Background: an optimization exercise with open tools, aiming at small area. Do not read the settings as production practice. Where RTL was checked, it was by simulation tests only, not by an equivalence proof against the original. For run 7, only the layout was checked, not whether the RTL still works. Power and IR drop assume default switching activity.

==> design.v <==
module etsu_rca #(
    parameter int W = 4
) (
    input  logic [W-1:0] a,
    input  logic [W-1:0] b,
    input  logic         ci,
    output logic [W-1:0] s,
    output logic         co
);
    logic [W:0] c;
    assign c[0] = ci;
    for (genvar i = 0; i < W; i++) begin : g_fa
        assign s[i]   = a[i] ^ b[i] ^ c[i];
        assign c[i+1] = (a[i] & b[i]) | (a[i] & c[i]) | (b[i] & c[i]);
    end
    assign co = c[W];
endmodule
module envelope_transient_shaper_unit
#(
    parameter int SAMPLE_BITS = 24,
    localparam int TDATA_W = ((2 * SAMPLE_BITS + 7) / 8) * 8
) (
    input  logic                   aclk,
    input  logic                   aresetn,
    input  logic                   cfg_wr_en,
    input  logic [1:0]             cfg_index,
    input  logic [22:0]            cfg_wdata,
    input  logic                   s_tvalid,
    output logic                   s_tready,
    input  logic [TDATA_W-1:0]     s_tdata,
    input  logic                   s_tuser,
    output logic                   m_tvalid,
    input  logic                   m_tready,
    output logic [TDATA_W-1:0]     m_tdata,
    output logic                   m_tuser
);
    logic [22:0] thr_reg;
    logic [15:0] att_reg;
    logic [15:0] sus_reg;
    logic        two_reg;
    always_ff @(posedge aclk) begin
        if (!aresetn) begin
            thr_reg <= 23'd8389;
            att_reg <= 16'd4096;
            sus_reg <= 16'd4096;
            two_reg <= 1'b1;
        end else if (cfg_wr_en) begin
            case (cfg_index)
                2'd0: thr_reg <= cfg_wdata;
                2'd1: att_reg <= cfg_wdata[15:0];
                2'd2: sus_reg <= cfg_wdata[15:0];
                default: two_reg <= cfg_wdata[0];
            endcase
        end
    end
    localparam logic [1:0] S_CLR = 2'd0, S_IDLE = 2'd1, S_ENV = 2'd2, S_MUL = 2'd3;
    logic [1:0] st_reg;
    logic [4:0] cnt_reg;
    logic [2:0] ph_reg;
    logic       vld_reg;
    logic       trn_reg;    
    logic       tru_reg;    
    wire in_env  = (st_reg == S_ENV);
    wire in_mul  = (st_reg == S_MUL);
    wire in_clr  = (st_reg == S_CLR);
    wire c0      = (cnt_reg == 5'd0);
    wire out_free = !vld_reg || m_tready;
    wire env_done = in_env && (cnt_reg == 5'd13);
    wire env_cmp  = in_env && (cnt_reg == 5'd12);
    wire mul_last = in_mul && (cnt_reg == 5'd16);
    wire blk      = s_tuser;
    assign s_tready = mul_last;
    always_ff @(posedge aclk) begin
        ph_reg <= aresetn ? ph_reg + 3'd1 : 3'd0;
        if (!aresetn) begin
            st_reg  <= S_CLR;
            cnt_reg <= 5'd0;
            vld_reg <= 1'b0;
        end else begin
            if (mul_last) vld_reg <= 1'b1;
            else if (m_tready) vld_reg <= 1'b0;
            case (st_reg)
                S_CLR: begin
                    cnt_reg <= cnt_reg + 5'd1;
                    if (cnt_reg == 5'd7) st_reg <= S_IDLE;
                end
                S_IDLE: begin
                    cnt_reg <= 5'd0;
                    if (s_tvalid && ph_reg == 3'd7) st_reg <= S_ENV;
                end
                S_ENV: begin
                    if (!env_done) cnt_reg <= cnt_reg + 5'd1;
                    else if (out_free) begin
                        cnt_reg <= 5'd0;
                        st_reg  <= S_MUL;
                    end
                end
                default: begin
                    cnt_reg <= cnt_reg + 5'd1;
                    if (mul_last) st_reg <= S_IDLE;
                end
            endcase
        end
    end
    logic [3:0] ev [8];
    logic       ev_wr;
    logic [3:0] ev_wd;
    always_ff @(posedge aclk) begin
        for (int p = 0; p < 8; p++) begin
            if (p == 3 && ev_wr) ev[p] <= ev_wd;
            else ev[p] <= ev[(p + 1) % 8];
        end
    end
    wire [2:0]  dsel = cnt_reg[2:0];
    wire        lv_in = in_env && (cnt_reg <= 5'd5);
    logic [3:0] dig_l, dig_r;
    always_comb begin
        dig_l = 4'd0;
        dig_r = 4'd0;
        for (int k = 0; k < 6; k++) begin
            if (dsel == 3'(k)) begin
                dig_l = s_tdata[4*k +: 4];
                dig_r = s_tdata[24 + 4*k +: 4];
            end
        end
    end
    wire        sgn_l = s_tdata[23];
    wire        sgn_r = two_reg ? s_tdata[47] : s_tdata[23];
    wire [3:0]  dig_r2 = two_reg ? dig_r : dig_l;
    logic       cy_l, cy_r, cy_v, cy_d, cy_t, cy_1, cy_2, cy_3, cy_e, cy_c;
    logic [3:0] lva;        
    logic [2:0] lvb;        
    logic       dsr;        
    logic [1:0] tsr;        
    logic [3:0] t2a, t2b;   
    logic       ysr;        
    logic       y14;
    wire first = in_env && c0;
    wire [3:0] ml = lv_in ? (dig_l ^ {4{sgn_l}}) : 4'd0;
    wire [3:0] mr = lv_in ? (dig_r2 ^ {4{sgn_r}}) : 4'd0;
    wire [3:0] mag_l, mag_r, lvd;
    wire       co_l, co_r, co_v;
    etsu_rca #(4) u_ml (.a(ml), .b(4'd0), .ci(cy_l | (first & sgn_l)), .s(mag_l), .co(co_l));
    etsu_rca #(4) u_mr (.a(mr), .b(4'd0), .ci(cy_r | (first & sgn_r)), .s(mag_r), .co(co_r));
    etsu_rca #(4) u_lv (.a(mag_l), .b(mag_r), .ci(cy_v), .s(lvd), .co(co_v));
    wire [3:0] lev = {lva[0], lvb};
    wire       pv_ok = in_env && !blk;
    wire [3:0] pv0 = (pv_ok && cnt_reg <= 5'd7) ? ev[0] : 4'd0;
    wire [3:0] dd;
    wire       co_d;
    etsu_rca #(4) u_d (.a(lev), .b(~pv0), .ci(cy_d | first), .s(dd), .co(co_d));
    wire [3:0] td;
    wire       co_t;
    etsu_rca #(4) u_t (.a(dd), .b({dd[2:0], dsr}), .ci(cy_t), .s(td), .co(co_t));
    wire [3:0] t2 = {td[1:0], tsr};
    wire [3:0] y1, y2, y3;
    wire       co_1, co_2, co_3;
    etsu_rca #(4) u_y1 (.a(dd), .b(t2),  .ci(cy_1), .s(y1), .co(co_1));
    etsu_rca #(4) u_y2 (.a(y1), .b(t2a), .ci(cy_2), .s(y2), .co(co_2));
    etsu_rca #(4) u_y3 (.a(y2), .b(t2b), .ci(cy_3), .s(y3), .co(co_3));
    wire [3:0] qd = {y3[2:0], ysr};
    wire       q0 = (cnt_reg == 5'd4);
    wire [3:0] pv4 = pv_ok ? ev[4] : 4'd0;
    wire [3:0] ed;
    wire       co_e;
    etsu_rca #(4) u_e (.a(pv4), .b(qd), .ci(q0 ? y14 : cy_e), .s(ed), .co(co_e));
    assign ev_wr = in_clr || (in_env && cnt_reg >= 5'd4 && cnt_reg <= 5'd11);
    assign ev_wd = in_clr ? 4'd0 : ed;
    logic [3:0] td_thr;
    always_comb begin
        td_thr = 4'd0;
        case (cnt_reg)
            5'd6:  td_thr = thr_reg[3:0];
            5'd7:  td_thr = thr_reg[7:4];
            5'd8:  td_thr = thr_reg[11:8];
            5'd9:  td_thr = thr_reg[15:12];
            5'd10: td_thr = thr_reg[19:16];
            5'd11: td_thr = {1'b0, thr_reg[22:20]};
            default: td_thr = 4'd0;
        endcase
    end
    wire [3:0] cd;
    wire       co_c;
    etsu_rca #(4) u_c (.a(qd), .b(~td_thr), .ci(q0 ? y14 : cy_c), .s(cd), .co(co_c));
    always_ff @(posedge aclk) begin
        if (!in_env) begin
            cy_l <= 1'b0; cy_r <= 1'b0; cy_v <= 1'b0; cy_d <= 1'b0; cy_t <= 1'b0;
            cy_1 <= 1'b0; cy_2 <= 1'b0; cy_3 <= 1'b0;
            lva <= 4'd0; lvb <= 3'd0; dsr <= 1'b0; tsr <= 2'd0;
            t2a <= 4'd0; t2b <= 4'd0; ysr <= 1'b0;
        end else begin
            cy_l <= co_l; cy_r <= co_r; cy_v <= co_v; cy_d <= co_d; cy_t <= co_t;
            cy_1 <= co_1; cy_2 <= co_2; cy_3 <= co_3;
            lva <= lvd; lvb <= lva[3:1]; dsr <= dd[3]; tsr <= td[3:2];
            t2a <= t2; t2b <= t2a; ysr <= y3[3];
        end
        cy_e <= co_e;
        cy_c <= co_c;
        if (in_env && cnt_reg == 5'd3) y14 <= y3[2];
        if (env_cmp) trn_reg <= !blk && !cd[3];
    end
    logic [15:0] gsel;
    always_comb begin
        if (blk) gsel = 16'd4096;
        else gsel = trn_reg ? att_reg : sus_reg;
    end
    wire       mstep = in_mul && (cnt_reg <= 5'd15);
    wire       gbit  = mstep && gsel[cnt_reg[3:0]];
    wire       rnd   = in_mul && (cnt_reg == 5'd11);
    wire       mfirst = in_mul && c0;
    logic      bdel;
    wire [23:0] xl = s_tdata[23:0];
    wire [23:0] xr = s_tdata[47:24];
    logic [10:0] lo_l, lo_r;    
    logic [11:0] hi_l, hi_r;    
    logic        mb_l, mb_r;    
    logic        cl_l, cl_r;    
    logic [3:0]  pl_l, pl_r;    
    wire [12:0] ha_l = mfirst ? 13'd0 : {hi_l[11], hi_l};
    wire [12:0] ha_r = mfirst ? 13'd0 : {hi_r[11], hi_r};
    wire [12:0] hb_l = (bdel && !mfirst) ? {xl[23], xl[23:12]} : 13'd0;
    wire [12:0] hb_r = (bdel && !mfirst) ? {xr[23], xr[23:12]} : 13'd0;
    wire [12:0] hs_l, hs_r;
    wire        hco_l, hco_r;
    etsu_rca #(13) u_hl (.a(ha_l), .b(hb_l), .ci(cl_l & !mfirst), .s(hs_l), .co(hco_l));
    etsu_rca #(13) u_hr (.a(ha_r), .b(hb_r), .ci(cl_r & !mfirst), .s(hs_r), .co(hco_r));
    wire [11:0] la_l = mfirst ? 12'd0 : {hs_l[0], lo_l};
    wire [11:0] la_r = mfirst ? 12'd0 : {hs_r[0], lo_r};
    wire [11:0] lb_l = gbit ? xl[11:0] : 12'd0;
    wire [11:0] lb_r = gbit ? xr[11:0] : 12'd0;
    wire [11:0] ls_l, ls_r;
    wire        lco_l, lco_r;
    etsu_rca #(12) u_ll (.a(la_l), .b(lb_l), .ci(rnd), .s(ls_l), .co(lco_l));
    etsu_rca #(12) u_lr (.a(la_r), .b(lb_r), .ci(rnd), .s(ls_r), .co(lco_r));
    always_ff @(posedge aclk) begin
        if (in_mul) begin
            bdel <= gbit;
            hi_l <= hs_l[12:1];
            hi_r <= hs_r[12:1];
            mb_l <= hs_l[0];
            mb_r <= hs_r[0];
            if (mstep) begin
                lo_l <= ls_l[11:1];
                lo_r <= ls_r[11:1];
                cl_l <= lco_l;
                cl_r <= lco_r;
                pl_l <= {ls_l[0], pl_l[3:1]};
                pl_r <= {ls_r[0], pl_r[3:1]};
            end
        end
        if (mul_last) tru_reg <= trn_reg;
    end
    function automatic logic [23:0] clamp(input logic [27:0] r);
        if ((&r[27:23]) || !(|r[27:23])) clamp = r[23:0];
        else clamp = r[27] ? 24'h800000 : 24'h7FFFFF;
    endfunction
    assign m_tvalid = vld_reg;
    assign m_tdata  = {clamp({hi_r, mb_r, lo_r, pl_r}), clamp({hi_l, mb_l, lo_l, pl_l})};
    assign m_tuser  = tru_reg;
endmodule
==> run.sh <==
#!/bin/bash
# synth_recipe.tcl (not shown) runs the flow's synth.tcl, then flattens the netlist and writes it again
# the make line also repeats each setting of config.mk as NAME=value (left out here)
make -C /OpenROAD-flow-scripts/flow DESIGN_CONFIG=/design/flow/config.mk WORK_HOME=/design/flow/orfs CLKGATE_MAP_FILE= SYNTH_SCRIPT=/design/flow/synth_recipe.tcl finish
==> config.mk <==
export PLATFORM = sky130hd
export DESIGN_NAME = envelope_transient_shaper_unit
export DESIGN_NICKNAME = envelope_transient_shaper_unit
export VERILOG_FILES = /design/flow/design.v
export SDC_FILE = /design/flow/constraint.sdc
export NUM_CORES = 4
export LEC_CHECK = 0
export CAP_MARGIN = 20
export CORE_MARGIN = 2
export CORE_UTILIZATION = 40
export SLEW_MARGIN = 20
==> constraint.sdc <==
create_clock -name core_clock -period 9.0 [get_ports {aclk}]
set_input_delay 1.8000 -clock core_clock [delete_from_list [all_inputs] [get_ports {aclk}]]
set_output_delay 1.8000 -clock core_clock [all_outputs]
set_load 0.01 [all_outputs]
==> results of run 1 <==
[Yosys cell counts, types with 4 or more instances]
cell type    n
nor3_1       6
or2_2        5
a21boi_0    49
mux4_2       5
o21ai_0     14
nand3_1     21
nand3b_1     7
nor3b_1      6
xor2_1       4
and2_1      75
inv_1       73
a221oi_1     4
ha_1        21
nor2b_1     12
and2_4      16
a22oi_1      6
dfxtp_1    128
fa_1        79
nor2_1      28
and3_1      24
nand2_1    158
o22ai_1      8
edfxtp_1    62
a21oi_1     26
mux2i_1     11
a21o_1      47
nor4_1       4
clkbuf_1    57
a211oi_1     5
[how the worst max path moves through the flow]
stage | startpoint | slack (ns) | endpoint | cells past startpoint
after floorplan | cnt_reg[0] | 1.20 | hi_l[10] | 24
final | s_tuser | 1.16 | lo_l[10] | 21
after global routing | s_tuser | 0.93 | lo_l[10] | 21
after CTS | s_tuser | 1.19 | lo_l[10] | 21
after global placement | s_tuser | 0.92 | lo_l[10] | 21
after detailed placement | s_tuser | 0.79 | lo_l[10] | 21
[cells by family (layout without fill, tap and decap cells)]
kind of cell / after synthesis / in the layout / synth area share
XOR/XNOR: 6 / 6 / 0.00509
other: 0 / 1 / 0
AO/OA/AOI/OAI: 179 / 179 / 0.121
adder cells (fa/ha/maj): 100 / 100 / 0.179
multiplexers: 21 / 21 / 0.0314
buffers and inverters: 138 / 249 / 0.0526
AND/OR/NAND/NOR: 371 / 371 / 0.183
flip-flops: 190 / 190 / 0.429
[routing by layer]
| metal | track usage | wire length [µm] | vias up |
|---|---|---|---|
| met5 | 0 | 0 | - |
| met4 | 0.0340 | 177 | 0 |
| li1 | - | - | 3525 |
| met3 | 0.0434 | 1440 | 12 |
| met1 | 0.268 | 11600 | 3548 |
| met2 | 0.304 | 11400 | 193 |
[stage by stage]
| step | util | cell area, µm² |
|---|---|---|
| 2_1_floorplan | - | 10300 |
| 3_3_place_gp | 0.470 | 11900 |
| 3_5_place_dp | 0.470 | 11900 |
| 4_1_cts | 0.494 | 12500 |
| 5_1_grt | 0.494 | 12500 |
| 6_report | 0.494 | 12500 |
[layout make-up]
class / count / area, µm²
Fill cell: 2346 / 12800
Multi-Input combinational cell: 677 / 5370
Sequential cell: 190 / 4420
Timing Repair Buffer: 143 / 1400
Clock buffer: 19 / 443
Tap cell: 330 / 413
Inverter: 74 / 278
Clock inverter: 13 / 144
Antenna cell: 1 / 2.50
[power by group]
part           internal, mW  switching, mW
Combinational         0.127          0.163
Clock                 0.401          0.357
Sequential            0.894         0.0252
==> results.py, run 1 <==
metrics = {
    "finish": {
        "largest_register_ffs": 32,
        "final_common_cell": "nand2_1",
        "syn2layout_area_growth_pct": 20.8,
        "nNetsFinal": 1282,
        "layout_common_cells": "nand2_1, clkdlybuf4s50_1, dfxtp_1, fa_1, and2_1",
        "drive_gt1_frac": 0.0708,
        "final_cells": 1447,
    },
    "placement": {
        "routabilityCongestion": 0.799,
        "io_buffers": 129,
        "dpl_worst_slack_ns": 0.791,
        "placed_cells": 1414,
        "hpwlAfterDp_um": 18100,
    },
    "clocking": {
        "clk_pin_slew_worst_paths_ns": 0.08,
        "h-tree-depth": 4,
        "cts_resized": 0,
        "clock-root-buffer": "clkbuf_16",
        "numCtsBuffers": 17,
        "cts_tree": "built",
        "cts_setup_buffers": 0,
        "clkLatencyLatePin_ns": 0.43,
        "clock_path_buffers": 2,
        "clock-sinks": 190,
        "cts_hold_buf": 0,
    },
    "critical_path": {
        "timing.rr.end": "hi_l[10]",
        "crit_type": "in -> reg",
        "critical_path_arrival_ns": 8.14,
        "regToRegSetupSlack_ns": 1.41,
        "cp_top_family": "adder cells",
        "rr_worst_depth": 18,
        "cp_common_cell": "fa_1",
        "slowest_delay_ns": 0.50,
        "critical_path.endpoint_type": "flop",
        "rr_startpoint": "st_reg[0]",
        "cp.required_ns": 9.30,
        "start_kind": "input pin",
        "slowest_stage": "clkdlybuf4s50_1",
        "critPathMaxFanout": 6,
        "path_cells": "clkdlybuf4s50_1 -> nor2_1 -> a221oi_1 -> a21oi_1 -> o32ai_1 -> o21a_2 -> and2_4 -> fa_1 -> fa_1 -> fa_1 -> fa_1 -> fa_1 -> fa_1 -> fa_1 -> fa_1 -> fa_1 -> fa_1 -> fa_1 -> inv_1 -> fa_1 -> inv_1",
        "crit_buf_inv": 3,
    },
    "routing": {
        "viasPerCell": 5.03,
        "drcViolationCount": 0,
        "routed_wl_um": 24700,
        "drt-initial-drc-count": 427,
        "vias": 7278,
        "avgRoutedWirePerCell_um": 17.0,
        "ant_nets": 0,
        "drtPass1Iterations": 6,
    },
    "yosys": {
        "synth_area_mm2": 0.0103,
        "synthFlopType": "dfxtp_1",
        "synthesis.nets": 1184,
        "syn_avg_cell_area_um2": 10.3,
        "synthCells": 1005,
        "async_flop_share": 0,
        "synth_cell_type_count": 54,
        "seq_area_frac_synth": 0.429,
        "synth_edf_count": 62,
        "yosys-top-cells-area": "dfxtp_1, edfxtp_1, fa_1",
        "yosysTopAreaCellShare": 0.248,
        "synth_top_cell_by_area": "dfxtp_1",
        "yosysWarnings": 2,
        "synth-seq-cells": 190,
    },
    "run_status": {
        "status": "complete, no violations",
    },
    "floorplanning": {
        "std_cell_rows": 58,
        "ios": 130,
        "start_util": 0.409,
        "die_y_um": 165,
        "core_mm2": 0.0253,
        "dieWidth_um": 165,
        "dieArea_mm2": 0.0271,
    },
    "sta": {
        "period_needed_ns": 7.84,
        "rsz0062_at_grt": "no",
        "setup-violations-final": 0,
        "slew_viol_final": 0,
        "finalSetupTns_ns": 0,
        "hold_viol": 0,
        "fin_crit_sh": 0.871,
        "relSlewSlack": 0.345,
        "tightest_slew_ns": 0.982,
        "setup_ws_ns": 1.16,
        "whs_ns": 0.320,
        "finClkSkew_ns": 0.0110,
        "max_clock_freq_mhz": 128,
    },
    "power_and_ir_drop": {
        "p_total_mw": 1.97,
        "powerDensity_mw_per_mm2": 158,
        "p_leak_nw": 5.15,
        "vdd_drop_max_v": 0.000108,
    },
    "hold_path": {
        "hold_path.class": "reg -> reg",
        "worstHoldEndpoint": "ev[4][3]",
        "hp-start": "ev[5][3]",
        "hold_depth": 0,
    },
    "job": {
        "maxCapViolations": 0,
    },
    "global_route": {
        "grt-ovfl-total": 0,
        "grt_pass1_vias": 7320,
        "grt_max_degree": 68,
        "antenna_found_initial": 1,
        "grt_pass1_wl_um": 39600,
        "grt_usage": 0.190,
    },
}
==> inputs of run 2 (changes only) <==
--- a/design.v
+++ b/design.v
@@ -149,13 +149,14 @@
     wire [3:0] dd;
     wire       co_d;
     etsu_rca #(4) u_d (.a(lev), .b(~pv0), .ci(cy_d | first), .s(dd), .co(co_d));
+    wire [3:0] dg = in_env ? dd : 4'd0;
     wire [3:0] td;
     wire       co_t;
-    etsu_rca #(4) u_t (.a(dd), .b({dd[2:0], dsr}), .ci(cy_t), .s(td), .co(co_t));
+    etsu_rca #(4) u_t (.a(dg), .b({dg[2:0], dsr}), .ci(cy_t), .s(td), .co(co_t));
     wire [3:0] t2 = {td[1:0], tsr};
     wire [3:0] y1, y2, y3;
     wire       co_1, co_2, co_3;
-    etsu_rca #(4) u_y1 (.a(dd), .b(t2),  .ci(cy_1), .s(y1), .co(co_1));
+    etsu_rca #(4) u_y1 (.a(dg), .b(t2),  .ci(cy_1), .s(y1), .co(co_1));
     etsu_rca #(4) u_y2 (.a(y1), .b(t2a), .ci(cy_2), .s(y2), .co(co_2));
     etsu_rca #(4) u_y3 (.a(y2), .b(t2b), .ci(cy_3), .s(y3), .co(co_3));
     wire [3:0] qd = {y3[2:0], ysr};
@@ -183,29 +184,30 @@
     wire       co_c;
     etsu_rca #(4) u_c (.a(qd), .b(~td_thr), .ci(q0 ? y14 : cy_c), .s(cd), .co(co_c));
     always_ff @(posedge aclk) begin
-        if (!in_env) begin
-            cy_l <= 1'b0; cy_r <= 1'b0; cy_v <= 1'b0; cy_d <= 1'b0; cy_t <= 1'b0;
-            cy_1 <= 1'b0; cy_2 <= 1'b0; cy_3 <= 1'b0;
-            lva <= 4'd0; lvb <= 3'd0; dsr <= 1'b0; tsr <= 2'd0;
-            t2a <= 4'd0; t2b <= 4'd0; ysr <= 1'b0;
-        end else begin
-            cy_l <= co_l; cy_r <= co_r; cy_v <= co_v; cy_d <= co_d; cy_t <= co_t;
-            cy_1 <= co_1; cy_2 <= co_2; cy_3 <= co_3;
-            lva <= lvd; lvb <= lva[3:1]; dsr <= dd[3]; tsr <= td[3:2];
-            t2a <= t2; t2b <= t2a; ysr <= y3[3];
-        end
+        cy_l <= co_l; cy_r <= co_r; cy_v <= co_v; cy_d <= co_d; cy_t <= co_t;
+        cy_1 <= co_1; cy_2 <= co_2; cy_3 <= co_3;
+        lva <= lvd; lvb <= lva[3:1]; dsr <= dg[3]; tsr <= td[3:2];
+        t2a <= t2; t2b <= t2a; ysr <= y3[3];
         cy_e <= co_e;
         cy_c <= co_c;
         if (in_env && cnt_reg == 5'd3) y14 <= y3[2];
         if (env_cmp) trn_reg <= !blk && !cd[3];
     end
-    logic [15:0] gsel;
-    always_comb begin
-        if (blk) gsel = 16'd4096;
-        else gsel = trn_reg ? att_reg : sus_reg;
-    end
-    wire       mstep = in_mul && (cnt_reg <= 5'd15);
-    wire       gbit  = mstep && gsel[cnt_reg[3:0]];
+    wire [3:0] gi = cnt_reg[3:0];
+    function automatic logic mux16(input logic [15:0] v, input logic [3:0] i);
+        logic [7:0] m8;
+        logic [3:0] m4;
+        logic [1:0] m2;
+        m8 = i[0] ? {v[15], v[13], v[11], v[9], v[7], v[5], v[3], v[1]}
+                  : {v[14], v[12], v[10], v[8], v[6], v[4], v[2], v[0]};
+        m4 = i[1] ? {m8[7], m8[5], m8[3], m8[1]} : {m8[6], m8[4], m8[2], m8[0]};
+        m2 = i[2] ? {m4[3], m4[1]} : {m4[2], m4[0]};
+        mux16 = i[3] ? m2[1] : m2[0];
+    endfunction
+    wire       att_b = mux16(att_reg, gi);
+    wire       sus_b = mux16(sus_reg, gi);
+    wire       mstep = in_mul && !cnt_reg[4];
+    wire       gbit  = mstep && (blk ? (gi == 4'd12) : (trn_reg ? att_b : sus_b));
     wire       rnd   = in_mul && (cnt_reg == 5'd11);
     wire       mfirst = in_mul && c0;
     logic      bdel;
==> flow/run.sh (new file) <==
#!/bin/bash
# The standard layout (standard.sh), with the port buffers made from the
# smallest buffer cell.
set -e
export BUFFER_PORTS_ARGS="-buffer_cell sky130_fd_sc_hd__buf_1"
bash standard.sh > standard.log 2>&1
==> standard.sh (new file) <==
#!/bin/bash
# synth_recipe.tcl (not shown) runs the flow's synth.tcl, then flattens the netlist and writes it again
# the make line also repeats each setting of config.mk as NAME=value (left out here)
make -C /OpenROAD-flow-scripts/flow DESIGN_CONFIG=/design/flow/config.mk WORK_HOME=/design/flow/orfs CLKGATE_MAP_FILE= SYNTH_SCRIPT=/design/flow/synth_recipe.tcl "${@:-finish}"
removed: run.sh
==> results.py, run 2 <==
metrics = {
    "run_status": {
        "status": "complete, no violations",
    },
    "floorplanning": {
        "start_util": 0.404,
        "core_mm2": 0.0250,
        "ios": 130,
        "dieWidth_um": 163,
        "std_cell_rows": 58,
        "die_y_um": 163,
        "dieArea_mm2": 0.0265,
    },
    "yosys": {
        "async_flop_share": 0,
        "synthCells": 964,
        "synth_compound_area_frac": 0.111,
        "synthMuxAreaShare": 0.0345,
        "synth_common_cells": "nand2_1, dfxtp_1, fa_1",
        "seq_area_frac_synth": 0.439,
        "synth_top_family_by_area": "adder cells",
        "yosys.area_share.xor_xnor": 0.00695,
        "yosysTopAreaCellShare": 0.254,
        "synth_cell_type_count": 58,
        "syn_avg_cell_area_um2": 10.5,
        "synthFlopType": "dfxtp_1",
        "synth_area_mm2": 0.0101,
        "synth.most_common_cell": "nand2_1",
        "synthesis.nets": 1142,
        "synth_edf_count": 62,
        "synthSimpleGateAreaFrac": 0.172,
        "synth_top_cell_by_area": "dfxtp_1",
        "yosysWarnings": 2,
        "synth-seq-cells": 190,
        "yosys-top-cells-area": "dfxtp_1, edfxtp_1, fa_1",
        "synth_fa_ha_area_frac": 0.184,
    },
    "sta": {
        "finalSetupTns_ns": 0,
        "rsz0062_at_grt": "no",
        "slew_viol_final": 0,
        "setup-violations-final": 0,
        "tightest_slew_ns": 0.882,
        "fin_crit_sh": 0.870,
        "setup_ws_ns": 1.17,
        "hold_viol": 0,
        "relSlewSlack": 0.411,
        "period_needed_ns": 7.83,
        "whs_ns": 0.321,
        "finClkSkew_ns": 0.0118,
        "max_clock_freq_mhz": 128,
    },
    "finish": {
        "syn2layout_area_growth_pct": 13.5,
        "nNetsFinal": 1243,
        "layout_common_cells": "nand2_1, buf_1, dfxtp_1, fa_1, inv_1",
        "largest_register_ffs": 32,
        "utilization": 0.458,
        "seq_area_mm2": 0.00442,
        "fillers": 2446,
        "num_antenna_cells": 0,
        "final_common_cell": "nand2_1",
        "multi_input_area_mm2": 0.00516,
        "drive_gt1_frac": 0.0742,
    },
    "critical_path": {
        "crit_type": "reg -> reg",
        "critical_path.endpoint_type": "flop",
        "critPathMaxFanout": 14,
        "start_kind": "flop",
        "critical_path_arrival_ns": 8.14,
        "cp.required_ns": 9.30,
    },
    "clocking": {
        "cts_hold_buf": 0,
        "clkLatencyLatePin_ns": 0.44,
        "numCtsBuffers": 17,
        "cts_setup_buffers": 0,
        "clock-root-buffer": "clkbuf_16",
        "cts_tree": "built",
        "clock_path_buffers": 2,
        "clock-sinks": 190,
        "h-tree-depth": 4,
        "clk_pin_slew_worst_paths_ns": 0.07,
        "cts_resized": 0,
    },
    "global_route": {
        "grt_usage": 0.188,
        "grt_pass1_vias": 7047,
        "antenna_found_initial": 0,
        "grt_pass1_wl_um": 37800,
        "grt-ovfl-total": 0,
        "grt_max_degree": 35,
    },
    "power_and_ir_drop": {
        "p_leak_nw": 4.73,
        "powerDensity_mw_per_mm2": 157,
        "vdd_drop_max_v": 0.000106,
    },
    "routing": {
        "vias": 7041,
        "drcViolationCount": 0,
        "routed_wl_um": 24100,
        "drt-initial-drc-count": 404,
        "viasPerCell": 5.00,
        "drtPass1Iterations": 5,
        "avgRoutedWirePerCell_um": 17.1,
        "ant_nets": 0,
    },
    "job": {
        "maxCapViolations": 0,
    },
    "hold_path": {
        "hold_path.class": "reg -> reg",
    },
    "placement": {
        "dpl_worst_slack_ns": 0.932,
        "hpwlAfterDp_um": 18200,
        "io_buffers": 129,
        "routabilityCongestion": 0.863,
    },
}
## run 2: area by class of cell
type	instances	share of cell area
timing repair buffer	141	0.0502
clock buffer	20	0.0409
clock inverter	12	0.00995
sequential	190	0.387
inverter	76	0.0249
multi-input combinational	639	0.451
tap	330	0.0361
## run 2: cells by family after synthesis
kind of cell	after synthesis
compound gates	170
xor+xnor	8
fa+ha+maj	101
buf+inv	135
flops	190
mux	19
simple gates	341
## run 2: critical path: stages (launching register included)
cell and delay, ns:
dfxtp_1 0.68, mux4_1 0.61, mux4_2 0.48, mux2i_1 0.22, a21oi_2 0.12, and2_4 0.17, fa_1 0.40, fa_1 0.40
fa_1 0.43, fa_1 0.46, fa_1 0.46, fa_1 0.46, fa_1 0.46, fa_1 0.46, fa_1 0.47, fa_1 0.46
fa_1 0.42, inv_1 0.08, fa_1 0.39, inv_1 0.07
## run 2: final timing paths
| check | from | end | slack (ns) | depth (start not counted) |
|---|---|---|---|---|
| worst max-delay path | cnt_reg[1] | lo_l[10] | 1.17 | 19 |
| worst min register to register | ev[3][3] | ev[2][3] | 0.32 | 0 |
| worst max register to register | cnt_reg[1] | lo_l[10] | 1.17 | 19 |
| worst min-delay path | ev[3][3] | ev[2][3] | 0.32 | 0 |
## run 2: per-layer routing
| layer | GRT usage | wire length (µm) |
|---|---|---|
| met5 | 0 | 0 |
| met4 | 0.0563 | 359 |
| met2 | 0.303 | 11200 |
| met1 | 0.259 | 11100 |
| met3 | 0.0318 | 1370 |
## run 2: power breakdown
| part | switching, mW | leakage [nW] | internal [mW] | total, mW |
|---|---|---|---|---|
| registers | 0.0110 | 1.60 | 0.892 | 0.903 |
| clock network | 0.356 | 0.288 | 0.390 | 0.746 |
| logic | 0.0859 | 2.84 | 0.0589 | 0.145 |
## run 2: stage by stage
stage | power, mW | instance area, µm² | std cells
floorplan | 1.02 | 10100 | 964
CTS | 1.81 | 11400 | 1407
global route | 1.86 | 11400 | 1408
detailed placement | 1.07 | 10800 | 1375
global placement | 1.06 | 10800 | 1375
finish | 1.79 | 11400 | 1408
==> inputs of run 3 (changes only) <==
==> flow/run.sh (replaced) <==
#!/bin/bash
# The standard layout (standard.sh), with two changes to how it is built:
# the port buffers use the smallest buffer cell, and the clock tree uses a
# strong root buffer with small leaf buffers.
set -e
export BUFFER_PORTS_ARGS="-buffer_cell sky130_fd_sc_hd__buf_1"
export CTS_ARGS="-sink_clustering_enable -repair_clock_nets -root_buf sky130_fd_sc_hd__clkbuf_16 -buf_list sky130_fd_sc_hd__clkbuf_8"
bash standard.sh > standard.log 2>&1
--- a/config.mk
+++ b/config.mk
@@ -7,5 +7,5 @@
 export LEC_CHECK = 0
 export CAP_MARGIN = 20
 export CORE_MARGIN = 2
-export CORE_UTILIZATION = 40
+export CORE_UTILIZATION = 65
 export SLEW_MARGIN = 20
==> results.py, run 3 <==
metrics = {
    "finish": {
        "largest_register_ffs": 32,
        "num_antenna_cells": 0,
        "design_area_mm2": 0.0111,
        "drive_gt1_frac": 0.0741,
        "nNetsFinal": 1245,
        "layout_common_cells": "nand2_1, buf_1, dfxtp_1, fa_1, inv_1",
        "syn2layout_area_growth_pct": 9.86,
        "final_common_cell": "nand2_1",
    },
    "clocking": {
        "cts_setup_buffers": 0,
        "cts_hold_buf": 0,
        "clock_path_buffers": 2,
        "clk_pin_slew_worst_paths_ns": 0.10,
        "clock-sinks": 190,
        "clock-root-buffer": "clkbuf_16",
        "cts_tree": "built",
        "numCtsBuffers": 17,
        "cts_resized": 0,
        "h-tree-depth": 4,
        "clkLatencyLatePin_ns": 0.40,
    },
    "placement": {
        "io_buffers": 129,
        "dpl_worst_slack_ns": 0.858,
        "routabilityCongestion": 0.824,
        "postPlaceCellArea_mm2": 0.0107,
        "hpwlAfterDp_um": 15900,
    },
    "sta": {
        "finClkSkew_ns": 0.0109,
        "max_clock_freq_mhz": 128,
        "finalSetupTns_ns": 0,
        "rsz0062_at_grt": "no",
        "period_needed_ns": 7.79,
        "hold_viol": 0,
        "setup-violations-final": 0,
        "relSlewSlack": 0.321,
        "tightest_slew_ns": 1.01,
        "whs_ns": 0.333,
        "setup_ws_ns": 1.21,
        "slew_viol_final": 0,
        "fin_crit_sh": 0.866,
    },
    "critical_path": {
        "cp.required_ns": 9.27,
        "cp_common_cell": "fa_1",
        "critical_path.endpoint_type": "flop",
        "path_cells": "mux4_1 -> mux4_2 -> mux2i_1 -> a21oi_2 -> and2_4 -> fa_1 -> fa_1 -> fa_1 -> fa_1 -> fa_1 -> fa_1 -> fa_1 -> fa_1 -> fa_1 -> fa_1 -> fa_1 -> inv_1 -> fa_1 -> inv_1",
        "slowest_delay_ns": 0.68,
        "crit_type": "reg -> reg",
        "start_kind": "flop",
        "critical_path_arrival_ns": 8.06,
        "critPathMaxFanout": 14,
        "rr_startpoint": "cnt_reg[1]",
        "timing.critical_path.from": "cnt_reg[1]",
        "slowest_stage": "dfxtp_1",
    },
    "yosys": {
        "synth_area_mm2": 0.0101,
        "synth_edf_count": 62,
        "synth_cell_type_count": 58,
        "synthCells": 964,
        "synth_top_cell_by_area": "dfxtp_1",
        "synthFlopType": "dfxtp_1",
        "synth_common_cells": "nand2_1, dfxtp_1, fa_1",
        "syn_avg_cell_area_um2": 10.5,
        "yosysWarnings": 2,
        "yosysTopAreaCellShare": 0.254,
        "synth-seq-cells": 190,
        "yosys-top-cells-area": "dfxtp_1, edfxtp_1, fa_1",
        "seq_area_frac_synth": 0.439,
        "synth.most_common_cell": "nand2_1",
        "async_flop_share": 0,
        "synthesis.nets": 1142,
    },
    "floorplanning": {
        "std_cell_rows": 45,
        "dieArea_mm2": 0.0165,
        "die_y_um": 129,
        "dieWidth_um": 129,
        "start_util": 0.663,
        "ios": 130,
        "core_mm2": 0.0152,
    },
    "routing": {
        "routed_wl_um": 21500,
        "drtPass1Iterations": 5,
        "ant_nets": 0,
        "drt-initial-drc-count": 372,
        "viasPerCell": 5.60,
        "vias": 7099,
        "avgRoutedWirePerCell_um": 17.0,
        "drcViolationCount": 0,
    },
    "global_route": {
        "grt_pass1_vias": 6801,
        "grt_pass1_wl_um": 34300,
        "antenna_found_initial": 0,
        "grt-ovfl-total": 0,
        "grt_usage": 0.271,
        "grt_max_degree": 52,
    },
    "power_and_ir_drop": {
        "p_leak_nw": 4.66,
        "vdd_drop_max_v": 0.000157,
        "powerDensity_mw_per_mm2": 145,
        "p_total_mw": 1.61,
    },
    "run_status": {
        "status": "complete, no violations",
    },
    "hold_path": {
        "hp-start": "ev[5][2]",
        "hold_path.class": "reg -> reg",
    },
    "job": {
        "maxCapViolations": 0,
    },
}
==> run 3: worst paths after layout <==
kind	cells past startpoint	endpoint	slack, ns
hold reg to reg	0	ev[4][2]	0.33
hold / removal	0	ev[4][2]	0.33
setup / recovery	19	lo_l[10]	1.21
setup reg to reg	19	lo_l[10]	1.21
==> run 3: stage by stage <==
| step | instances | utilization |
|---|---|---|
| floorplan | 964 | - |
| global placement | 1236 | 0.702 |
| detailed placement | 1236 | 0.702 |
| CTS | 1268 | 0.728 |
| global route | 1268 | 0.728 |
| finish | 1268 | 0.728 |
==> run 3: area by class of cell <==
class / instances / area [µm²]
fillers: 1161 / 4130
inverters: 76 / 285
multi-input cells: 639 / 5140
well taps: 188 / 235
clock inverters: 15 / 154
flip-flops and latches: 190 / 4420
clock buffers: 17 / 245
repair buffers: 143 / 589
==> run 3: critical path, delay by kind of cell (launching register included) <==
family          cells  cell delay (ns)
mux                 3             1.30
compound gates      1             0.10
simple gates        1             0.16
buf+inv             2             0.14
flops               1             0.68
fa+ha+maj          12             5.29
==> run 3: kinds of logic (layout without fill, tap and decap cells) <==
group,Yosys count,after routing,share of synthesized area
xor+xnor,8,8,0.00695
fa+ha+maj,101,101,0.184
compound gates,170,170,0.111
flops,190,190,0.439
simple gates,341,341,0.172
mux,19,19,0.0345
buf+inv,135,251,0.0529
==> run 3: metal layers <==
layer | GRT usage | part of all wire | vias to the layer above | wire length (µm)
met4 | 0.0921 | 0.019 | 0 | 409
met1 | 0.375 | 0.46 | 3425 | 9800
met3 | 0.0441 | 0.050 | 34 | 1080
met2 | 0.443 | 0.47 | 214 | 10200
met5 | 0 | 0 | - | 0
li1 | - | - | 3426 | -
==> run 3: power breakdown <==
group          internal (mW)  switching, mW  total (mW)
registers              0.892         0.0102       0.902
logic                 0.0594         0.0866       0.146
clock network          0.240          0.322       0.562
total                   1.19          0.419        1.61
==> inputs of run 4 (changes only) <==
--- a/config.mk
+++ b/config.mk
@@ -7,5 +7,5 @@
 export LEC_CHECK = 0
 export CAP_MARGIN = 20
 export CORE_MARGIN = 2
-export CORE_UTILIZATION = 65
+export CORE_UTILIZATION = 40
 export SLEW_MARGIN = 20
==> results.py, run 4 <==
metrics = {
    "power_and_ir_drop": {
        "vdd_drop_max_v": 0.000105,
        "p_leak_nw": 4.65,
        "powerDensity_mw_per_mm2": 145,
    },
    "yosys": {
        "synth_area_mm2": 0.0101,
        "syn_avg_cell_area_um2": 10.5,
        "synth_top_cell_by_area": "dfxtp_1",
        "synth_common_cells": "nand2_1, dfxtp_1, fa_1",
        "async_flop_share": 0,
        "seq_area_frac_synth": 0.439,
        "synthesis.nets": 1142,
        "yosysTopAreaCellShare": 0.254,
        "synth_edf_count": 62,
        "yosysWarnings": 2,
        "synthCells": 964,
        "synth_cell_type_count": 58,
        "synth.most_common_cell": "nand2_1",
        "synthFlopType": "dfxtp_1",
        "yosys-top-cells-area": "dfxtp_1, edfxtp_1, fa_1",
        "synth-seq-cells": 190,
    },
    "floorplanning": {
        "dieArea_mm2": 0.0265,
        "dieWidth_um": 163,
        "ios": 130,
        "die_y_um": 163,
        "core_mm2": 0.0250,
        "std_cell_rows": 58,
        "start_util": 0.404,
    },
    "finish": {
        "final_common_cell": "nand2_1",
        "num_antenna_cells": 0,
        "drive_gt1_frac": 0.0742,
        "largest_register_ffs": 32,
        "layout_common_cells": "nand2_1, buf_1, dfxtp_1, fa_1, inv_1",
        "nNetsFinal": 1243,
        "syn2layout_area_growth_pct": 11.7,
        "fillers": 2460,
        "design_area_mm2": 0.0113,
    },
    "global_route": {
        "grt-ovfl-total": 0,
        "grt_usage": 0.186,
        "antenna_found_initial": 0,
        "grt_pass1_vias": 6955,
        "grt_max_degree": 35,
        "grt_pass1_wl_um": 37600,
    },
    "clocking": {
        "cts_hold_buf": 0,
        "h-tree-depth": 4,
        "clock_path_buffers": 2,
        "clock-sinks": 190,
        "clock-root-buffer": "clkbuf_16",
        "clk_pin_slew_worst_paths_ns": 0.10,
        "cts_resized": 0,
        "clkLatencyLatePin_ns": 0.40,
        "cts_tree": "built",
        "cts_setup_buffers": 0,
        "numCtsBuffers": 17,
    },
    "sta": {
        "relSlewSlack": 0.415,
        "setup-violations-final": 0,
        "slew_viol_final": 0,
        "hold_viol": 0,
        "fin_crit_sh": 0.871,
        "tightest_slew_ns": 0.876,
        "finClkSkew_ns": 0.0162,
        "rsz0062_at_grt": "no",
        "finalSetupTns_ns": 0,
        "period_needed_ns": 7.84,
        "max_clock_freq_mhz": 128,
    },
    "placement": {
        "hpwlAfterDp_um": 18200,
        "routabilityCongestion": 0.863,
        "io_buffers": 129,
        "postPlaceCellArea_mm2": 0.0108,
    },
    "critical_path": {
        "rr_startpoint": "cnt_reg[1]",
        "rr_worst_depth": 19,
        "timing.rr.end": "lo_l[10]",
        "timing.critical_path.from": "cnt_reg[1]",
        "critPathMaxFanout": 14,
        "regToRegSetupSlack_ns": 1.16,
        "critical_path.endpoint_type": "flop",
        "critical_path_arrival_ns": 8.10,
        "start_kind": "flop",
        "cp.required_ns": 9.27,
        "crit_type": "reg -> reg",
    },
    "routing": {
        "avgRoutedWirePerCell_um": 17.0,
        "drtPass1Iterations": 5,
        "routed_wl_um": 24000,
        "drt-initial-drc-count": 369,
        "drcViolationCount": 0,
        "ant_nets": 0,
        "vias": 7078,
        "viasPerCell": 5.03,
    },
    "hold_path": {
        "hp-start": "ev[3][3]",
        "hold_path.class": "reg -> reg",
        "worstHoldEndpoint": "ev[2][3]",
        "hold_depth": 0,
    },
    "run_status": {
        "status": "complete, no violations",
    },
    "job": {
        "maxCapViolations": 0,
    },
}
[run 4: cell count changes in the layout (fill, tap and decap cells not counted), sizes merged]
cell,previous run,this run
inv,85,84
clkbuf,17,18
buf,143,141
[run 4: how the worst max path moves through the flow]
stage,slack (ns),cells after the start,to
global placement,0.99,19,lo_l[10]
global route,0.81,19,hi_r[10]
CTS,1.15,19,lo_l[10]
finish,1.16,19,lo_l[10]
floorplan,0.46,20,hi_l[10]
detailed placement,0.93,19,lo_l[10]
[run 4: final cells by class]
class	instances	area (µm²)	share of cell area
multi-input cells	639	5160	0.458
flip-flops and latches	190	4420	0.393
repair buffers	141	574	0.0510
well taps	330	413	0.0367
inverters	76	285	0.0253
clock buffers	18	259	0.0230
clock inverters	14	148	0.0131
[run 4: power by group]
group	internal [mW]	switching (mW)
clock network	0.249	0.334
registers	0.892	0.0111
logic	0.0589	0.0854
total	1.20	0.430
[run 4: cells by family after synthesis]
group,after synthesis,synth area share
compound gates,170,0.111
xor+xnor,8,0.00695
fa+ha+maj,101,0.184
buf+inv,135,0.0529
flops,190,0.439
mux,19,0.0345
simple gates,341,0.172
[run 4: worst max-delay path: stages (launching register included)]
cell,delay (ns)
dfxtp_1,0.69
mux4_1,0.61
mux4_2,0.48
mux2i_1,0.23
a21oi_2,0.12
and2_4,0.17
fa_1,0.41
fa_1,0.40
fa_1,0.43
fa_1,0.46
fa_1,0.46
fa_1,0.46
fa_1,0.46
fa_1,0.46
fa_1,0.48
fa_1,0.46
fa_1,0.42
inv_1,0.08
fa_1,0.39
inv_1,0.06
[run 4: metal layers]
metal | global-route usage | routed length [µm] | vias to the layer above
met5 | 0 | 0 | -
met4 | 0.0406 | 258 | 0
met3 | 0.0323 | 1260 | 16
met2 | 0.303 | 11200 | 206
met1 | 0.261 | 11200 | 3446
li1 | - | - | 3410
[run 4: metrics by stage]
step                      cells  total power, mW  hold WS (ns)   util  worst slack (ns)
after detailed placement   1375             1.07         0.313  0.434             0.932
after global routing       1408             1.70         0.340  0.451             0.806
after CTS                  1407             1.64         0.330  0.450              1.15
after global placement     1375             1.06         0.311  0.434             0.989
after floorplan             964             1.02         0.310      -             0.461
final                      1408             1.63         0.330  0.451              1.16
==> inputs of run 5 (changes only) <==
==> flow/run.sh (replaced) <==
#!/bin/bash
# The standard layout (standard.sh), with two changes to how it is built:
# the port buffers use the smallest buffer cell, and the clock tree uses a
# strong root buffer with small leaf buffers.
set -e
export BUFFER_PORTS_ARGS="-buffer_cell sky130_fd_sc_hd__buf_1"
export CTS_ARGS="-sink_clustering_enable -repair_clock_nets -root_buf sky130_fd_sc_hd__clkbuf_16 -buf_list sky130_fd_sc_hd__clkbuf_16 -sink_clustering_size 30"
bash standard.sh > standard.log 2>&1
==> results.py, run 5 <==
metrics = {
    "clocking": {
        "cts_setup_buffers": 0,
        "clock-root-buffer": "clkbuf_16",
        "clk_pin_slew_worst_paths_ns": 0.07,
        "clkLatencyLatePin_ns": 0.44,
        "cts_tree": "built",
        "numCtsBuffers": 17,
        "clock-sinks": 190,
        "h-tree-depth": 4,
        "clock_path_buffers": 2,
        "cts_hold_buf": 0,
        "cts_resized": 0,
    },
    "yosys": {
        "synth_edf_count": 62,
        "seq_area_frac_synth": 0.439,
        "synth_common_cells": "nand2_1, dfxtp_1, fa_1",
        "synth_top_cell_by_area": "dfxtp_1",
        "yosysWarnings": 2,
        "synth-seq-cells": 190,
        "yosysTopAreaCellShare": 0.254,
        "synth_area_mm2": 0.0101,
        "async_flop_share": 0,
        "synthCells": 964,
        "synthFlopType": "dfxtp_1",
        "syn_avg_cell_area_um2": 10.5,
        "synthesis.nets": 1142,
        "yosys-top-cells-area": "dfxtp_1, edfxtp_1, fa_1",
        "synth.most_common_cell": "nand2_1",
        "synth_cell_type_count": 58,
    },
    "critical_path": {
        "crit_type": "reg -> reg",
        "rr_startpoint": "cnt_reg[1]",
        "critical_path_arrival_ns": 8.14,
        "cp_common_cell": "fa_1",
        "regToRegSetupSlack_ns": 1.16,
        "cp_top_family": "adder cells",
        "slowest_stage": "dfxtp_1",
        "start_kind": "flop",
        "critical_path.endpoint_type": "flop",
        "crit_buf_inv": 2,
        "path_cells": "mux4_1 -> mux4_2 -> mux2i_1 -> a21oi_2 -> and2_4 -> fa_1 -> fa_1 -> fa_1 -> fa_1 -> fa_1 -> fa_1 -> fa_1 -> fa_1 -> fa_1 -> fa_1 -> fa_1 -> inv_1 -> fa_1 -> inv_1",
        "critPathMaxFanout": 14,
        "timing.rr.end": "lo_l[10]",
        "slowest_delay_ns": 0.68,
        "rr_worst_depth": 19,
        "cp.required_ns": 9.31,
    },
    "floorplanning": {
        "std_cell_rows": 58,
        "core_mm2": 0.0250,
        "start_util": 0.404,
        "ios": 130,
        "die_y_um": 163,
        "dieArea_mm2": 0.0265,
        "dieWidth_um": 163,
    },
    "sta": {
        "hold_viol": 0,
        "slew_viol_final": 0,
        "whs_ns": 0.320,
        "tightest_slew_ns": 0.865,
        "finClkSkew_ns": 0.0131,
        "fin_crit_sh": 0.871,
        "rsz0062_at_grt": "no",
        "setup-violations-final": 0,
        "period_needed_ns": 7.84,
        "max_clock_freq_mhz": 128,
        "finalSetupTns_ns": 0,
        "setup_ws_ns": 1.16,
        "relSlewSlack": 0.423,
    },
    "placement": {
        "dpl_worst_slack_ns": 0.932,
        "routabilityCongestion": 0.863,
        "hpwlAfterDp_um": 18200,
        "io_buffers": 129,
    },
    "hold_path": {
        "hold_path.class": "reg -> reg",
        "hold_depth": 0,
        "hp-start": "ev[3][3]",
        "worstHoldEndpoint": "ev[2][3]",
    },
    "routing": {
        "avgRoutedWirePerCell_um": 17.1,
        "viasPerCell": 5.05,
        "drcViolationCount": 0,
        "routed_wl_um": 24000,
        "drtPass1Iterations": 5,
        "vias": 7114,
        "drt-initial-drc-count": 375,
        "ant_nets": 0,
    },
    "global_route": {
        "grt-ovfl-total": 0,
        "antenna_found_initial": 0,
        "grt_usage": 0.188,
        "grt_max_degree": 35,
        "grt_pass1_vias": 7052,
        "grt_pass1_wl_um": 37800,
    },
    "finish": {
        "layout_common_cells": "nand2_1, buf_1, dfxtp_1, fa_1, inv_1",
        "syn2layout_area_growth_pct": 13.4,
        "num_antenna_cells": 0,
        "nNetsFinal": 1243,
        "fillers": 2447,
        "drive_gt1_frac": 0.0733,
        "largest_register_ffs": 32,
        "final_common_cell": "nand2_1",
    },
    "power_and_ir_drop": {
        "p_total_mw": 1.78,
        "vdd_drop_max_v": 0.000107,
        "powerDensity_mw_per_mm2": 156,
        "p_leak_nw": 4.73,
    },
    "run_status": {
        "status": "complete, no violations",
    },
    "job": {
        "maxCapViolations": 0,
    },
}
==> run 5: power by group <==
part	switching [mW]	total [mW]	leakage, nW	internal [mW]
clock	0.357	0.737	0.287	0.380
sequential	0.0110	0.903	1.60	0.892
combinational	0.0854	0.144	2.84	0.0589
==> run 5: cells by family (layout without fill, tap and decap cells) <==
kind of cell               count (synthesis)  in the layout  share of synthesized area
AOI/OAI and AO/OA                        170            170                      0.111
xor gates and xnor gates                   8              8                    0.00695
adders and majority gates                101            101                      0.184
buffers and inverters                    135            249                     0.0529
DFF                                      190            190                      0.439
muxes                                     19             19                     0.0345
and+or+nand+nor                          341            341                      0.172
==> run 5: stage by stage <==
stage / utilization / instance area, µm² / cells
5_1_grt: 0.458 / 11400 / 1408
2_1_floorplan: - / 10100 / 964
6_report: 0.458 / 11400 / 1408
3_3_place_gp: 0.434 / 10800 / 1375
3_5_place_dp: 0.434 / 10800 / 1375
4_1_cts: 0.457 / 11400 / 1407
==> run 5: how the worst max path moves through the flow <==
stage	startpoint	slack, ns	end	cells after the start
2_1_floorplan	st_reg[0]	0.46	hi_l[10]	20
3_3_place_gp	s_tuser	0.99	lo_l[10]	19
3_5_place_dp	s_tuser	0.93	lo_l[10]	19
4_1_cts	cnt_reg[1]	1.13	lo_l[10]	19
5_1_grt	cnt_reg[1]	0.80	hi_r[10]	19
6_report	cnt_reg[1]	1.16	lo_l[10]	19
==> run 5: area by class of cell <==
type | count | area (µm²) | area share
multi-input cells | 639 | 5160 | 0.451
clock buffers | 18 | 450 | 0.0394
well taps | 330 | 413 | 0.0361
repair buffers | 141 | 574 | 0.0503
clock inverters | 14 | 121 | 0.0106
inverters | 76 | 285 | 0.0250
flip-flops and latches | 190 | 4420 | 0.387
==> run 5: worst register-to-register path, stage by stage (launching register included) <==
cell and delay (ns):
dfxtp_1 0.68, mux4_1 0.62, mux4_2 0.48, mux2i_1 0.23, a21oi_2 0.12, and2_4 0.17
fa_1 0.41, fa_1 0.40, fa_1 0.43, fa_1 0.46, fa_1 0.46, fa_1 0.46
fa_1 0.46, fa_1 0.46, fa_1 0.47, fa_1 0.46, fa_1 0.42, inv_1 0.08
fa_1 0.39, inv_1 0.07
==> run 5: routing by layer <==
layer | vias to the layer above | global-route usage | share of wire
li1 | 3414 | - | -
met1 | 3463 | 0.259 | 0.46
met2 | 210 | 0.304 | 0.47
met3 | 27 | 0.0318 | 0.055
met4 | 0 | 0.0563 | 0.016
met5 | - | 0 | 0
==> inputs of run 6 (changes only) <==
==> flow/run.sh (replaced) <==
#!/bin/bash
# The standard layout (standard.sh), with two changes to how it is built:
# the port buffers use the smallest buffer cell, and the clock tree uses a
# strong root buffer with small leaf buffers; non-critical gates are downsized
# after global routing (power recovery).
set -e
export BUFFER_PORTS_ARGS="-buffer_cell sky130_fd_sc_hd__buf_1"
export CTS_ARGS="-sink_clustering_enable -repair_clock_nets -root_buf sky130_fd_sc_hd__clkbuf_16 -buf_list sky130_fd_sc_hd__clkbuf_8"
export RECOVER_POWER=100
bash standard.sh > standard.log 2>&1
==> results.py, run 6 <==
metrics = {
    "finish": {
        "multi_input_area_mm2": 0.00513,
        "nNetsFinal": 1243,
        "utilization": 0.449,
        "num_antenna_cells": 0,
        "final_common_cell": "nand2_1",
        "design_area_mm2": 0.0112,
        "syn2layout_area_growth_pct": 11.3,
        "fillers": 2468,
        "seq_area_mm2": 0.00442,
        "largest_register_ffs": 32,
        "layout_common_cells": "nand2_1, dfxtp_1, buf_1, fa_1, inv_1",
        "drive_gt1_frac": 0.0622,
    },
    "clocking": {
        "clock-root-buffer": "clkbuf_16",
        "cts_hold_buf": 0,
        "clkLatencyLatePin_ns": 0.40,
        "clock-sinks": 190,
        "clock_path_buffers": 2,
        "h-tree-depth": 4,
        "numCtsBuffers": 17,
        "cts_resized": 0,
        "cts_setup_buffers": 0,
        "cts_tree": "built",
        "clk_pin_slew_worst_paths_ns": 0.10,
    },
    "global_route": {
        "grt_pass1_wl_um": 37600,
        "grt_usage": 0.186,
        "grt_max_degree": 35,
        "antenna_found_initial": 0,
        "grt_pass1_vias": 6955,
        "grt-ovfl-total": 0,
    },
    "floorplanning": {
        "core_mm2": 0.0250,
        "dieWidth_um": 163,
        "ios": 130,
        "dieArea_mm2": 0.0265,
        "start_util": 0.404,
        "std_cell_rows": 58,
        "die_y_um": 163,
    },
    "sta": {
        "tightest_slew_ns": 2.73,
        "max_clock_freq_mhz": 124,
        "finalSetupTns_ns": 0,
        "period_needed_ns": 8.07,
        "relSlewSlack": -0.840,
        "finClkSkew_ns": 0.0174,
        "rsz0062_at_grt": "no",
        "fin_crit_sh": 0.897,
        "hold_viol": 0,
        "slew_viol_final": 59,
        "setup-violations-final": 0,
        "whs_ns": 0.328,
    },
    "placement": {
        "io_buffers": 129,
        "postPlaceCellArea_mm2": 0.0108,
        "hpwlAfterDp_um": 18200,
        "routabilityCongestion": 0.863,
    },
    "power_and_ir_drop": {
        "vdd_drop_max_v": 0.000104,
        "powerDensity_mw_per_mm2": 145,
        "p_leak_nw": 4.63,
        "p_total_mw": 1.63,
    },
    "yosys": {
        "synthCells": 964,
        "synth_area_mm2": 0.0101,
        "synth-seq-cells": 190,
        "seq_area_frac_synth": 0.439,
        "yosysWarnings": 2,
        "synth_edf_count": 62,
        "yosys-top-cells-area": "dfxtp_1, edfxtp_1, fa_1",
        "synth_top_cell_by_area": "dfxtp_1",
        "yosysTopAreaCellShare": 0.254,
        "synth.most_common_cell": "nand2_1",
        "synthFlopType": "dfxtp_1",
        "synth_cell_type_count": 58,
        "synthesis.nets": 1142,
        "syn_avg_cell_area_um2": 10.5,
        "synth_common_cells": "nand2_1, dfxtp_1, fa_1",
        "async_flop_share": 0,
    },
    "critical_path": {
        "critical_path.endpoint_type": "flop",
        "critPathMaxFanout": 22,
        "start_kind": "flop",
        "crit_type": "reg -> reg",
        "critical_path_arrival_ns": 8.22,
        "cp.required_ns": 9.15,
    },
    "hold_path": {
        "hold_path.class": "reg -> reg",
    },
    "routing": {
        "avgRoutedWirePerCell_um": 17.0,
        "ant_nets": 0,
        "drtPass1Iterations": 5,
        "drcViolationCount": 0,
        "routed_wl_um": 23900,
        "vias": 7071,
        "viasPerCell": 5.02,
        "drt-initial-drc-count": 427,
    },
    "job": {
        "maxCapViolations": 2,
    },
    "run_status": {
        "status": "failed layout checks",
        "so_faults": "capacitance limit, slew limit",
    },
}
-- run 6: cell counts after synthesis --
Identical to the previous run, type by type.
-- run 6: cells by family after synthesis --
logic type      share of synthesized area
buf+inv                            0.0529
flops                               0.439
fa+ha+maj                           0.184
mux                                0.0345
compound gates                      0.111
simple gates                        0.172
xor+xnor                          0.00695
-- run 6: where the power goes --
part | internal, mW | switching (mW) | leakage (nW) | total (mW)
Clock | 0.249 | 0.334 | 0.212 | 0.583
Combinational | 0.0585 | 0.0847 | 2.82 | 0.143
Sequential | 0.892 | 0.0111 | 1.60 | 0.903
-- run 6: area by class of cell --
class                      instances  area share
tap                              330      0.0368
timing repair buffer             141      0.0499
multi-input combinational        639       0.457
clock buffer                      18      0.0231
clock inverter                    14      0.0132
sequential                       190       0.394
inverter                          76      0.0254
-- run 6: critical path: stages, from the launching register on --
cell and delay, ns:
dfxtp_1 0.51, inv_1 0.20, ha_1 0.69, nand3_1 0.32
clkbuf_1 0.40, and3_1 0.33, fa_1 0.38, inv_1 0.08
fa_1 0.17, inv_1 0.05, fa_1 0.44, fa_1 0.46
fa_1 0.46, fa_1 0.46, fa_1 0.47, fa_1 0.46
fa_1 0.46, fa_1 0.46, fa_1 0.50, fa_1 0.49
-- run 6: through the flow --
step                      worst slack [ns]  instances
after global placement               0.989       1375
after global routing                 0.437       1408
after floorplan                      0.461        964
after CTS                             1.15       1407
final                                0.927       1408
after detailed placement             0.932       1375
-- run 6: path summary, 6_finish.rpt --
kind              startpoint  endpoint  slack (ns)  cells past startpoint
hold reg to reg     ev[3][3]  ev[2][3]        0.33                      0
setup reg to reg  cnt_reg[1]  hi_l[10]        0.93                     19
setup / recovery  cnt_reg[1]  hi_l[10]        0.93                     19
hold / removal      ev[3][3]  ev[2][3]        0.33                      0
-- run 6: metal layers --
layer / GRT usage / wire length (µm)
met5: 0 / 0
met4: 0.0406 / 270
met3: 0.0323 / 1340
met2: 0.303 / 11200
met1: 0.261 / 11100
==> inputs of run 7 (changes only) <==
--- a/design.v
+++ b/design.v
@@ -38,20 +38,18 @@
     logic [15:0] att_reg;
     logic [15:0] sus_reg;
     logic        two_reg;
-    always_ff @(posedge aclk) begin
-        if (!aresetn) begin
-            thr_reg <= 23'd8389;
-            att_reg <= 16'd4096;
-            sus_reg <= 16'd4096;
-            two_reg <= 1'b1;
-        end else if (cfg_wr_en) begin
-            case (cfg_index)
-                2'd0: thr_reg <= cfg_wdata;
-                2'd1: att_reg <= cfg_wdata[15:0];
-                2'd2: sus_reg <= cfg_wdata[15:0];
-                default: two_reg <= cfg_wdata[0];
-            endcase
-        end
+    wire        cfg_ld0 = !aresetn || (cfg_wr_en && cfg_index == 2'd0);
+    wire        cfg_ld1 = !aresetn || (cfg_wr_en && cfg_index == 2'd1);
+    wire        cfg_ld2 = !aresetn || (cfg_wr_en && cfg_index == 2'd2);
+    wire        cfg_ld3 = !aresetn || (cfg_wr_en && cfg_index == 2'd3);
+    wire [22:0] thr_d = aresetn ? cfg_wdata : 23'd8389;
+    wire [15:0] gain_d = aresetn ? cfg_wdata[15:0] : 16'd4096;
+    wire        two_d = aresetn ? cfg_wdata[0] : 1'b1;
+    always_ff @(posedge aclk) begin
+        if (cfg_ld0) thr_reg <= thr_d;
+        if (cfg_ld1) att_reg <= gain_d;
+        if (cfg_ld2) sus_reg <= gain_d;
+        if (cfg_ld3) two_reg <= two_d;
     end
     localparam logic [1:0] S_CLR = 2'd0, S_IDLE = 2'd1, S_ENV = 2'd2, S_MUL = 2'd3;
     logic [1:0] st_reg;
==> flow/run.sh (replaced) <==
#!/bin/bash
# The standard layout (standard.sh), with two changes to how it is built:
# the port buffers use the smallest buffer cell, and the clock tree uses a
# strong root buffer with small leaf buffers.
set -e
export BUFFER_PORTS_ARGS="-buffer_cell sky130_fd_sc_hd__buf_1"
export CTS_ARGS="-sink_clustering_enable -repair_clock_nets -root_buf sky130_fd_sc_hd__clkbuf_16 -buf_list sky130_fd_sc_hd__clkbuf_8"
bash standard.sh > standard.log 2>&1
==> results.py, run 7 <==
metrics = {
    "global_route": {
        "grt-ovfl-total": 0,
        "antenna_found_initial": 0,
        "grt_pass1_wl_um": 35700,
        "grt_pass1_vias": 6714,
        "grt_max_degree": 51,
        "grt_usage": 0.176,
    },
    "critical_path": {
        "regToRegSetupSlack_ns": 1.00,
        "timing.rr.end": "hi_l[10]",
        "crit_type": "in -> reg",
        "rr_startpoint": "cnt_reg[0]",
        "rr_worst_depth": 18,
        "critical_path_arrival_ns": 8.37,
        "critPathMaxFanout": 5,
        "critical_path.endpoint_type": "flop",
        "start_kind": "input pin",
        "cp.required_ns": 9.27,
    },
    "yosys": {
        "synth_cell_type_count": 62,
        "yosys-top-cells-area": "edfxtp_1, fa_1, dfxtp_1",
        "synth_area_mm2": 0.0102,
        "synthesis.nets": 1017,
        "synth-seq-cells": 190,
        "yosysTopAreaCellShare": 0.349,
        "yosysWarnings": 2,
        "syn_avg_cell_area_um2": 12.1,
        "synth.most_common_cell": "edfxtp_1",
        "synthCells": 839,
        "async_flop_share": 0,
        "seq_area_frac_synth": 0.491,
        "synthFlopType": "edfxtp_1",
        "synth_top_cell_by_area": "edfxtp_1",
        "synth_common_cells": "edfxtp_1, and2_1, fa_1",
        "synth_edf_count": 118,
    },
    "floorplanning": {
        "core_mm2": 0.0250,
        "dieWidth_um": 163,
        "dieArea_mm2": 0.0267,
        "std_cell_rows": 58,
        "die_y_um": 163,
        "ios": 130,
        "start_util": 0.406,
    },
    "placement": {
        "routabilityCongestion": 0.795,
        "hpwlAfterDp_um": 17500,
        "dpl_worst_slack_ns": 0.467,
        "placed_cells": 1270,
        "io_buffers": 129,
    },
    "clocking": {
        "clock_path_buffers": 2,
        "h-tree-depth": 4,
        "cts_hold_buf": 0,
        "clock-root-buffer": "clkbuf_16",
        "cts_setup_buffers": 0,
        "clock-sinks": 190,
        "clkLatencyLatePin_ns": 0.39,
        "cts_tree": "built",
        "cts_resized": 0,
        "clk_pin_slew_worst_paths_ns": 0.10,
        "numCtsBuffers": 17,
    },
    "finish": {
        "layout_common_cells": "buf_1, edfxtp_1, and2_1, inv_1, fa_1",
        "fillers": 2366,
        "final_common_cell": "buf_1",
        "nNetsFinal": 1137,
        "final_cells": 1302,
        "syn2layout_area_growth_pct": 12.3,
        "drive_gt1_frac": 0.0885,
        "largest_register_ffs": 32,
        "num_antenna_cells": 0,
    },
    "sta": {
        "setup_ws_ns": 0.895,
        "setup-violations-final": 0,
        "tightest_slew_ns": 0.922,
        "finalSetupTns_ns": 0,
        "slew_viol_final": 0,
        "rsz0062_at_grt": "no",
        "hold_viol": 0,
        "whs_ns": 0.331,
        "max_clock_freq_mhz": 123,
        "fin_crit_sh": 0.901,
        "finClkSkew_ns": 0.0149,
        "relSlewSlack": 0.375,
        "period_needed_ns": 8.11,
    },
    "hold_path": {
        "hp-start": "ev[1][0]",
        "worstHoldEndpoint": "ev[0][0]",
        "hold_depth": 0,
        "hold_path.class": "reg -> reg",
    },
    "routing": {
        "avgRoutedWirePerCell_um": 17.2,
        "routed_wl_um": 22400,
        "viasPerCell": 4.93,
        "drtPass1Iterations": 5,
        "drt-initial-drc-count": 480,
        "vias": 6413,
        "drcViolationCount": 0,
        "ant_nets": 0,
    },
    "power_and_ir_drop": {
        "vdd_drop_max_v": 0.0000891,
        "power_frac_clock": 0.315,
        "p_leak_nw": 4.67,
        "switching_power_uw": 510,
        "power.share.switching": 0.276,
        "combPwrFrac": 0.154,
        "p_int_mw": 1.34,
        "power_frac_seq": 0.531,
        "powerDensity_mw_per_mm2": 162,
    },
    "run_status": {
        "status": "complete, no violations",
    },
    "job": {
        "maxCapViolations": 0,
    },
}
-- run 7: changes by cell type after synthesis, moves of 7 or more --
cell,delta
a21oi_1,-42
dfxtp_1,-56
and2_1,+40
nand2_1,-91
edfxtp_1,+56
nor2_1,-7
clkbuf_1,-19
o21ai_0,+9
nand3b_1,-8
-- run 7: kinds of logic after synthesis --
family / after synthesis / share of synthesized area
compound gates: 132 / 0.0896
xor+xnor: 5 / 0.00431
fa+ha+maj: 101 / 0.183
buf+inv: 122 / 0.0490
flops: 190 / 0.491
mux: 25 / 0.0361
simple gates: 264 / 0.147
-- run 7: stage by stage --
| stage | util | area (µm²) | total power, mW |
|---|---|---|---|
| finish | 0.456 | 11400 | 1.85 |
| global route | 0.456 | 11400 | 1.94 |
| CTS | 0.455 | 11400 | 1.87 |
| detailed placement | 0.439 | 11000 | 1.29 |
| global placement | 0.439 | 11000 | 1.28 |
| floorplan | - | 10200 | 1.19 |
-- run 7: critical path, cell delays in order --
cell and delay, ns:
buf_1 0.12, nand2b_1 0.15, a221oi_1 0.22, o21ai_1 0.11, and4_1 0.26, and2_4 0.17
fa_1 0.43, fa_1 0.46, fa_1 0.46, fa_1 0.47, fa_1 0.46, fa_1 0.47
fa_1 0.47, fa_1 0.46, fa_1 0.46, fa_1 0.46, fa_1 0.42, inv_1 0.08
fa_1 0.38, inv_1 0.06
-- run 7: layout make-up --
cell class,instances,area (µm²),area share
Clock buffer,17,245,0.0215
Clock inverter,15,165,0.0145
Inverter,77,289,0.0253
Multi-Input combinational cell,527,4700,0.412
Sequential cell,190,4980,0.437
Tap cell,330,413,0.0362
Timing Repair Buffer,146,612,0.0536
-- run 7: power groups by stage --
stage / clock, mW / sequential, mW / combinational (mW)
after CTS: 0.601 / 0.982 / 0.285
after global routing: 0.637 / 0.986 / 0.315
after global placement: 0 / 1.00 / 0.282
after detailed placement: 0 / 1.00 / 0.285
after floorplan: 0 / 0.985 / 0.208
final: 0.581 / 0.981 / 0.284
-- run 7: worst max-delay path by stage --
stage / startpoint / cells after the start / slack [ns] / end
after floorplan: st_reg[0] / 19 / 0.41 / hi_r[10]
final: s_tuser / 20 / 0.89 / lo_l[10]
after CTS: s_tuser / 20 / 0.87 / lo_l[10]
after detailed placement: s_tuser / 20 / 0.47 / lo_l[10]
after global placement: s_tuser / 20 / 0.52 / lo_l[10]
after global routing: cnt_reg[0] / 18 / 0.54 / hi_l[10]
-- run 7: layer usage --
layer / global-route usage / vias up / wire (µm)
li1: - / 3086 / -
met1: 0.241 / 3124 / 10200
met2: 0.288 / 178 / 10600
met3: 0.0396 / 25 / 1300
met4: 0.0414 / 0 / 318
met5: 0 / - / 0

[re-timing with driven ports]
In the flow no input, the clock included, has a driving cell. The finished layouts below were timed again as built, in two steps. Step 1 (the two cells are an assumption about what drives the block):
set clk [get_ports {aclk}]
set_driving_cell -lib_cell sky130_fd_sc_hd__clkbuf_16 $clk
set_driving_cell -lib_cell sky130_fd_sc_hd__buf_2 [delete_from_list [all_inputs] $clk]
Step 2 times the ports against the registers' clock, not the clock port: input delays grow and output delays shrink by t, the midpoint of the rising clock arrivals with the driver on. Slacks: ideal / step 1 / step 2; pairs: ideal / step 1.
run | t, ns | slack for setup (ns) | worst register clock-pin slew, ns | worst data-port slew with drivers (ns) | pins driven straight from the clock port
run 1 | 0.474 | 1.157 / 1.163 / 0.689 | 0.08 / 0.08 | 0.08 | 1
run 2 | 0.480 | 1.166 / 1.166 / 0.885 | 0.08 / 0.08 | 0.07 | 1
run 3 | 0.431 | 1.207 / 1.207 / 0.868 | 0.10 / 0.10 | 0.07 | 1
run 4 | 0.435 | 1.162 / 1.162 / 0.917 | 0.11 / 0.11 | 0.07 | 1
run 5 | 0.481 | 1.163 / 1.163 / 0.879 | 0.08 / 0.08 | 0.07 | 1
run 6 | 0.438 | 0.927 / 0.927 / 0.877 | 0.11 / 0.11 | 0.06 | 1
run 7 | 0.431 | 0.895 / 0.904 / 0.473 | 0.10 / 0.10 | 0.06 | 1
For run 1, which loses most, drivers alone change the setup slack by +0.006 ns; drivers and shift together by -0.468 ns.
